This design comes from an exercise in tuning for small area, a short achievable clock period and few clock cycles on the open sky130 flow, not from production work.
Function was checked by simulation only, so behaviour that the tests miss may differ from the original.
No activity file was given, so power comes from the tool's default toggle rates.

==> flow/design.v (excerpt) <==
module queen_top #(
    parameter int BOARD_N = 12
) (
    input  logic   clk,
    input  logic   rst_n,
    input  logic   in_valid,
    input  queen_pkg::coord_t row,
    input  queen_pkg::coord_t col,
    output logic   busy,
    output logic   out_valid,
    output queen_pkg::coord_t out,
    output logic   no_solution
);
Size: ~1200 cells after synthesis, roughly 140 flip-flops, about 9000 um^2 of cells after synthesis.
export LEC_CHECK = 0
export CAP_MARGIN = 20
export CORE_MARGIN = 2
export CORE_UTILIZATION = 40
export SETUP_SLACK_MARGIN = 5
export SLEW_MARGIN = 20
create_clock -name core_clock -period 8.0 [get_ports {clk}]
run.sh (not shown) runs the stock make flow with config.mk's settings and CLKGATE_MAP_FILE= SYNTH_SCRIPT=/design/flow/synth_recipe.tcl, a recipe that flattens the netlist after the stock synthesis.
The starting point completed without violations.
Testbench counts at the start, summed over its fixed seeds: cycles 29,213.
Change:
--- a/flow/config.mk
+++ b/flow/config.mk
@@ -6,4 +6,5 @@
 export NUM_CORES = 4
 export LEC_CHECK = 0
+export ABC_AREA = 1
 export CAP_MARGIN = 20
 export CORE_MARGIN = 2
Effect:
- total power went down by about 9%
- worst setup slack improved by 360 ps
- combinational power went down by about 11%
- clock power went down by 3.3%
- synthesized area went up by about 6%
- critical path depth went down by 13
- routed wire length went down by 12%
- clock-buffer cell count does not change
- via count went up by 0.78%
- worst hold slack improved by 25 ps
- sequential power went down by about 7%

Setup of run A:
queen_top, a different RTL version from the one above (not shown whole).
Size: roughly 1900 cells after synthesis, about 140 flip-flops, roughly 18 I/O pins, roughly 11000 um^2 of cells after synthesis.
==> flow/config.mk <==
export PLATFORM = sky130hd
export DESIGN_NAME = queen_top
export DESIGN_NICKNAME = queen_top
export VERILOG_FILES = /design/flow/design.v
export SDC_FILE = /design/flow/constraint.sdc
export NUM_CORES = 4
export LEC_CHECK = 0
export ABC_AREA = 1
export CAP_MARGIN = 20
export CORE_MARGIN = 2
export CORE_UTILIZATION = 40
export SETUP_SLACK_MARGIN = 4
export SLEW_MARGIN = 20
==> flow/constraint.sdc <==
create_clock -name core_clock -period 8.0 [get_ports {clk}]
set_input_delay 1.6000 -clock core_clock [delete_from_list [all_inputs] [get_ports {clk}]]
set_output_delay 1.6000 -clock core_clock [all_outputs]
set_load 0.01 [all_outputs]
Testbench counts of run A, summed over its fixed seeds: cycles 29,213.
Setup changes, run A to run B
Settings: SETUP_SLACK_MARGIN changed from 4 to 5; CORE_UTILIZATION changed from 40 to 60.
--- outcome ---
- Seen in the log of run B: GRT-0232 during global routing, after which the run never completed.
- Summary of run B over run A: post-cts sizing count increased 213; setup slack at placement shows an increase of 520 ps.
- Diff run B..run A | area share of and/or/nand/nor cells after synthesis | unchanged
- Fraction of registers with async set or reset after synthesis of run B is on par with run A.
- Post-CTS setup buffer count: run B vs run A up 46

## old
queen_top, a different RTL version from the one above (not shown whole).
Size in the first run: roughly 140 flip-flops, roughly 18 I/O pins, roughly 0.0087 mm² of cells after synthesis.
## queen_top
module queen_top #(
    parameter int BOARD_N = 12
) (
    input  logic   clk,
    input  logic   rst_n,
    input  logic   in_valid,
    input  queen_pkg::coord_t row,
    input  queen_pkg::coord_t col,
    output logic   busy,
    output logic   out_valid,
    output queen_pkg::coord_t out,
    output logic   no_solution
);
    localparam int DW = 2 * BOARD_N - 1;
    logic                 idle;
    logic                 accepting;
    logic                 first_beat;
    logic [BOARD_N-1:0]   col_we;
    logic [BOARD_N-1:0]   cand;
    logic [BOARD_N-1:0]   rq;
    logic [DW-1:0]        pq;
    logic [DW-1:0]        qq;
    logic [BOARD_N-1:0]   chk;
    queen_pkg::coord_t    start_q;
    logic                 busy_d;
    logic                 emit_d;
    logic                 nosol_d;
    queen_pkg::coord_t    head_row;
    queen_input #(.BOARD_N(BOARD_N)) u_queen_input (
        .in_valid   (in_valid),
        .col        (col),
        .idle       (idle),
        .accepting  (accepting),
        .first_beat (first_beat),
        .col_we     (col_we)
    );
    queen_attack #(.BOARD_N(BOARD_N), .DW(DW)) u_queen_attack (
        .rq      (rq),
        .pq      (pq),
  ...
Settings: LEC_CHECK=0, ABC_AREA=1, CAP_MARGIN=20, CORE_MARGIN=2, CORE_UTILIZATION=40, SETUP_SLACK_MARGIN=5, SLEW_MARGIN=20; clock period 8.0 ns.
Looking at the reports, old completed the entire flow and the layout it produced met the timing, design-rule and antenna checks.
Testbench counts of old, summed over its fixed seeds: cycles 28,695.
What new does differently from old at the input level:
# old
export LEC_CHECK = 0
export ABC_AREA = 1
export CAP_MARGIN = 20
export CORE_MARGIN = 2
export CORE_UTILIZATION = 40
export SETUP_SLACK_MARGIN = 5
export SLEW_MARGIN = 20
create_clock -name core_clock -period 8.0 [get_ports {clk}]
# new
export LEC_CHECK = 0
export ABC_AREA = 1
export CAP_MARGIN = 20
export CORE_MARGIN = 2
export CORE_UTILIZATION = 40
export CTS_BUF_LIST = sky130_fd_sc_hd__clkbuf_8
export SETUP_SLACK_MARGIN = 5
export SLEW_MARGIN = 20
create_clock -name core_clock -period 8.0 [get_ports {clk}]
==> comparison <==
- Comparing new and old, the lower filler cell count in the final layout was measured on old.
- Measured against each other, new and old differ in amount of wire on met3 after detailed routing, the lower figure coming from old.
- new vs old, layer with the highest usage after global routing: met1 vs met2
- For the global routing met1 resource utilization, new came in 0.25 points lower than old did.
- Per the comparison of new with old, worst setup skew after layout rose 0.0051 ns; maximum clock rate rose 6.5 MHz.
- From old to new the numbers moved as follows: area of the mapped netlist neither gained nor lost much, core utilization of the finished layout lost 0.69 points.

[afterwards: timing with drivers on the ports]
The results above use ideal ports. As a check the final layouts listed here were re-extracted and re-timed, cells and wires unchanged. Step 1 sets driving cells, clkbuf_16 on the clock port and buf_2 on the other inputs (assumed; they add their load-dependent delay and slew). Step 2 also shifts input and output timing later by t, the mid clock arrival at the registers, as if the neighbouring blocks saw the same clock. Slacks: ideal ports / drivers / drivers and shift; pairs: ideal ports / drivers.
run | t, ns | setup slack, ns | worst data-port slew with drivers (ns)
the first run of note 1 | 0.486 | 4.700 / 4.700 / 4.485 | 0.03
the second run of note 1 | 0.489 | 5.059 / 5.010 / 4.899 | 0.04
run A | 0.492 | 4.112 / 4.117 / 3.626 | 0.05
old | 0.469 | 5.023 / 4.997 / 4.712 | 0.04
new | 0.489 | 5.079 / 5.036 / 4.723 | 0.03
After both steps setup and hold are still met in every run listed. For run A, which loses most, drivers alone change the setup slack by +0.005 ns; drivers and shift together by -0.486 ns.
